What follows belongs to an exercise in optimizing a design on an open flow for small area, a short achievable clock period and few clock cycles per item; a production flow would make more cautious choices. At most, simulation tests tie the RTL to the original design; equivalence was not proved. Power and IR drop assume default switching activity.

== old ==
==> flow/design.v (excerpt) <==
module binary_neuron (
    input  logic                    clk,
    input  logic                    reset,
    input  logic                    in_valid,
    output logic                    in_ready,
    input  logic [320:0]            in_req,
    output logic                    out_valid,
    input  logic                    out_ready,
    output logic [9:0]              out_sum
);
Size: roughly 1200 cells after synthesis, roughly 0.015 mm2 of cells after synthesis.
==> flow/config.mk <==
export PLATFORM = sky130hd
export DESIGN_NAME = binary_neuron
export DESIGN_NICKNAME = binary_neuron
export VERILOG_FILES = /design/flow/design.v
export SDC_FILE = /design/flow/constraint.sdc
export NUM_CORES = 4
export LEC_CHECK = 0
export CAP_MARGIN = 20
export CORE_MARGIN = 2
export CORE_UTILIZATION = 40
export CTS_BUF_LIST = sky130_fd_sc_hd__clkbuf_8
export SLEW_MARGIN = 20
export SYNTH_HIERARCHICAL = 1
export SYNTH_MINIMUM_KEEP_SIZE = 0
==> flow/constraint.sdc <==
create_clock -name core_clock -period 6.0 [get_ports {clk}]
set_input_delay 1.2000 -clock core_clock [delete_from_list [all_inputs] [get_ports {clk}]]
set_output_delay 1.2000 -clock core_clock [all_outputs]
set_load 0.01 [all_outputs]
standard.sh (not shown) runs the stock make flow with config.mk's settings and CLKGATE_MAP_FILE= SYNTH_SCRIPT=/design/flow/synth_recipe.tcl, a recipe that flattens the netlist after the stock synthesis.
==> flow/flow/run.sh <==
#!/bin/bash
# The standard layout (standard.sh: ORFS synthesis to final layout), with
# two changes:
#  - the input and output ports are buffered with the smallest buffer,
#    sky130_fd_sc_hd__buf_1, instead of the cell buffer_ports picks by default
#    (clkdlybuf4s50_1); later repair steps may still resize them;
#  - clock tree synthesis adds no dummy loads to the clock tree.
set -euo pipefail
export BUFFER_PORTS_ARGS="-buffer_cell sky130_fd_sc_hd__buf_1"
export CTS_ARGS="-sink_clustering_enable -repair_clock_nets -buf_list sky130_fd_sc_hd__clkbuf_8 -dont_use_dummy_load"
bash standard.sh > standard_flow.log 2>&1
old went all the way through synthesis, placement and routing and the layout is clean on timing, DRC and antenna.
Testbench counts of old, summed over its fixed seeds: cycles 3,232, items 3,200.
Relative to old, the following input files were edited for new:
-- flow/flow/run.sh --
<<< old, line 8
set -euo pipefail
export BUFFER_PORTS_ARGS="-buffer_cell sky130_fd_sc_hd__buf_1"
export CTS_ARGS="-sink_clustering_enable -repair_clock_nets -buf_list sky130_fd_sc_hd__clkbuf_8 -dont_use_dummy_load"
bash standard.sh > standard_flow.log 2>&1
>>> new, line 8
set -euo pipefail
export BUFFER_PORTS_ARGS="-buffer_cell sky130_fd_sc_hd__buf_1"
export CTS_ARGS="-sink_clustering_enable -repair_clock_nets -buf_list sky130_fd_sc_hd__clkbuf_8 -dont_use_dummy_load -sink_clustering_size 15 -sink_clustering_max_diameter 75"
bash standard.sh > standard_flow.log 2>&1
==> run summary <==
- Comparing new against old, there is no change at all in synthesized net count.
- When new is set beside old, its reported leakage power turns out to be 2.5% smaller.
- Measured against each other, new and old differ in cell count, the higher figure coming from old.
- Compared with old, new ends up with less cell area.
- Fmax | new vs old | new slower
- | fraction of met2 tracks used by global routing | old vs new | ≈ equal |
- new: switching share of power higher than old
- Route | new vs old | wire shorter in new
- new: share of power burned in the clock network is 4.2 points lower than what old reported.
- new ends up with a sequential share of layout area that is 0.59 points higher than in old.

========
Another version of the RTL of binary_neuron (not shown whole).
For scale: roughly 0.012 mm2 of cells after synthesis.
clock: 6.0 ns
lec_check: 0
cap_margin: 20
core_margin: 2
core_utilization: 40
setup_slack_margin: 3.2
slew_margin: 20
synth_hierarchical: 1
synth_minimum_keep_size: 0
==> flow/flow/run.sh <==
#!/bin/bash
# The standard layout (standard.sh: ORFS synthesis to final layout), with
# one change: the input and output ports are buffered with the smallest
# buffer, sky130_fd_sc_hd__buf_1, instead of the cell buffer_ports picks by
# default (clkdlybuf4s50_1).  Later repair steps may still resize them.
set -euo pipefail
export BUFFER_PORTS_ARGS="-buffer_cell sky130_fd_sc_hd__buf_1"
bash standard.sh > standard_flow.log 2>&1
The first run produced a clean layout.
Rerun with:
- ABC_CLOCK_PERIOD_IN_PS: not set -> 500
- CTS_BUF_LIST: not set -> sky130_fd_sc_hd__clkbuf_8
- SETUP_SLACK_MARGIN: 3.2 -> not set
First-iteration DRC count is lower by a few percent.
Worst setup slack loses 32 ps.
Maximum frequency is lower slightly.
Design area is lower by about a fifth.
Count of clock-buffer cells in the layout is lower by 1.
Clock power is lower by a quarter to a third.
Total power is lower by a little under a tenth.
Critical path depth is unchanged.
Die area is unchanged.
Global-route usage is lower by 1.2 points.
Synthesized area is unchanged.
Rerun with:
- ABC_CLOCK_PERIOD_IN_PS: 500 -> 1500
Effect:
- via count stays the same
- sequential share of layout area does not change
- wire length is unchanged
- power stays the same
- die area is unchanged
- design area is unchanged
- flip-flop and latch count is unchanged
- critical path depth does not change
- setup slack does not change
Rerun with:
- ABC_CLOCK_PERIOD_IN_PS: 1500 -> not set
- CTS_BUF_LIST: sky130_fd_sc_hd__clkbuf_8 -> not set
Via count rose by 0.51%.
Global-route usage rose by 0.18 points.
Worst setup slack got worse by 31 ps.
Routed wire length went up by 0.92%.
Count of clock-buffer cells in the layout is higher by 1.
Critical path depth is unchanged.
Clock skew barely changes.
Clock power rises by 35%.
Power went up by 3.9%.
Design area rose by 1.3%.
Synthesized cell count does not change.
Rerun with:
- CTS_BUF_LIST: not set -> sky130_fd_sc_hd__clkbuf_8
- CTS_CLUSTER_DIAMETER: not set -> 150
- CTS_CLUSTER_SIZE: not set -> 40
After rerunning: Maximum frequency goes up by 1.0%. Count of clock-buffer cells in the layout shrinks by 1. Hold slack gets better by 4.5 ps. Area after synthesis does not change. Setup slack improved by 31 ps. Design area decreases by 1.3%. Core utilization drops by 0.63 points. First-iteration DRC count grows by 5.5%. Via count went down by 0.51%.
No run of this note included a check of the RTL's function; only the layout flow was run.

========
Setup of job 101:
Another version of the RTL of binary_neuron (not shown whole).
For scale: about 340 I/O pins.
clock: 6.0 ns
lec_check: 0
cap_margin: 20
core_margin: 2
core_utilization: 40
setup_slack_margin: 3.6
slew_margin: 20
synth_hierarchical: 1
synth_minimum_keep_size: 0
Scripts as last shown in full above: flow/flow/run.sh
No stage failed in job 101, and the final checks on the layout all came back clean.
Edits applied to the flow inputs when going from job 101 to job 102:
# job 101
export LEC_CHECK = 0
export CAP_MARGIN = 20
export CORE_MARGIN = 2
export CORE_UTILIZATION = 40
export SETUP_SLACK_MARGIN = 3.6
export SLEW_MARGIN = 20
export SYNTH_HIERARCHICAL = 1
export SYNTH_MINIMUM_KEEP_SIZE = 0
create_clock -name core_clock -period 6.0 [get_ports {clk}]
# job 102
export LEC_CHECK = 0
export CAP_MARGIN = 20
export CORE_MARGIN = 2
export CORE_UTILIZATION = 40
export SLEW_MARGIN = 20
export SYNTH_HIERARCHICAL = 1
export SYNTH_MINIMUM_KEEP_SIZE = 0
create_clock -name core_clock -period 6.0 [get_ports {clk}]
Findings:
Job 102 vs. job 101: net switching power -4.5%; detailed placer's ending HPWL flat; count of inserted antenna diode cells saw a decrease.
Lower final critical delay including setup and external delays among job 102 and job 101: job 101
Global-route wire length before repair: job 102 vs job 101 — no meaningful difference
Lower number of non-clock buffers goes to job 102 over job 101.
There was hardly any difference in last weighted congestion value of the routability-driven placer between job 102 and job 101.
The total wirelength of the detailed-routed design of job 102 and that of job 101 are within noise of each other.
No run of this note included a check of the RTL's function; only the layout flow was run.

==> static timing again, ports no longer ideal <==
The results above use ideal ports. As a check the final layouts listed here were re-extracted and re-timed, cells and wires unchanged.
Step 1 sets driving cells, clkbuf_16 on the clock port and buf_2 on the other inputs (assumed; they add their load-dependent delay and slew).
Step 2, shift: input delay + t, output delay - t, t = (earliest + latest rising clock arrival at the registers) / 2. This alone moves slack from input paths to output paths.
Slacks: no drivers / after step 1 / after step 2; pairs: no drivers / after step 1.
| run | t, ns | setup slack, ns | worst setup path at the end | cell pins on the clock port's net |
|---|---|---|---|---|
| old | 0.570 | 3.534 / 3.534 / 3.095 | input to register | 1 |
| new | 0.576 | 3.514 / 3.514 / 3.088 | input to register | 1 |
| the first run of note 2 | 0.443 | 2.997 / 3.001 / 2.558 | input to register | 1 |
| the second run of note 2 | 0.472 | 2.965 / 2.980 / 2.509 | input to register | 1 |
| the third run of note 2 | 0.472 | 2.965 / 2.980 / 2.509 | input to register | 1 |
| the fourth run of note 2 | 0.450 | 2.934 / 2.954 / 2.504 | input to register | 1 |
| the fifth run of note 2 | 0.472 | 2.965 / 2.980 / 2.509 | input to register | 1 |
| job 101 | 0.595 | 3.332 / 3.332 / 3.039 | input to register | 1 |
| job 102 | 0.595 | 3.190 / 3.190 / 2.647 | input to register | 1 |
After both steps every run listed still meets setup and hold. The setup slack of job 102, which loses most, moves by 0.000 ns with the drivers and by -0.543 ns with both steps.
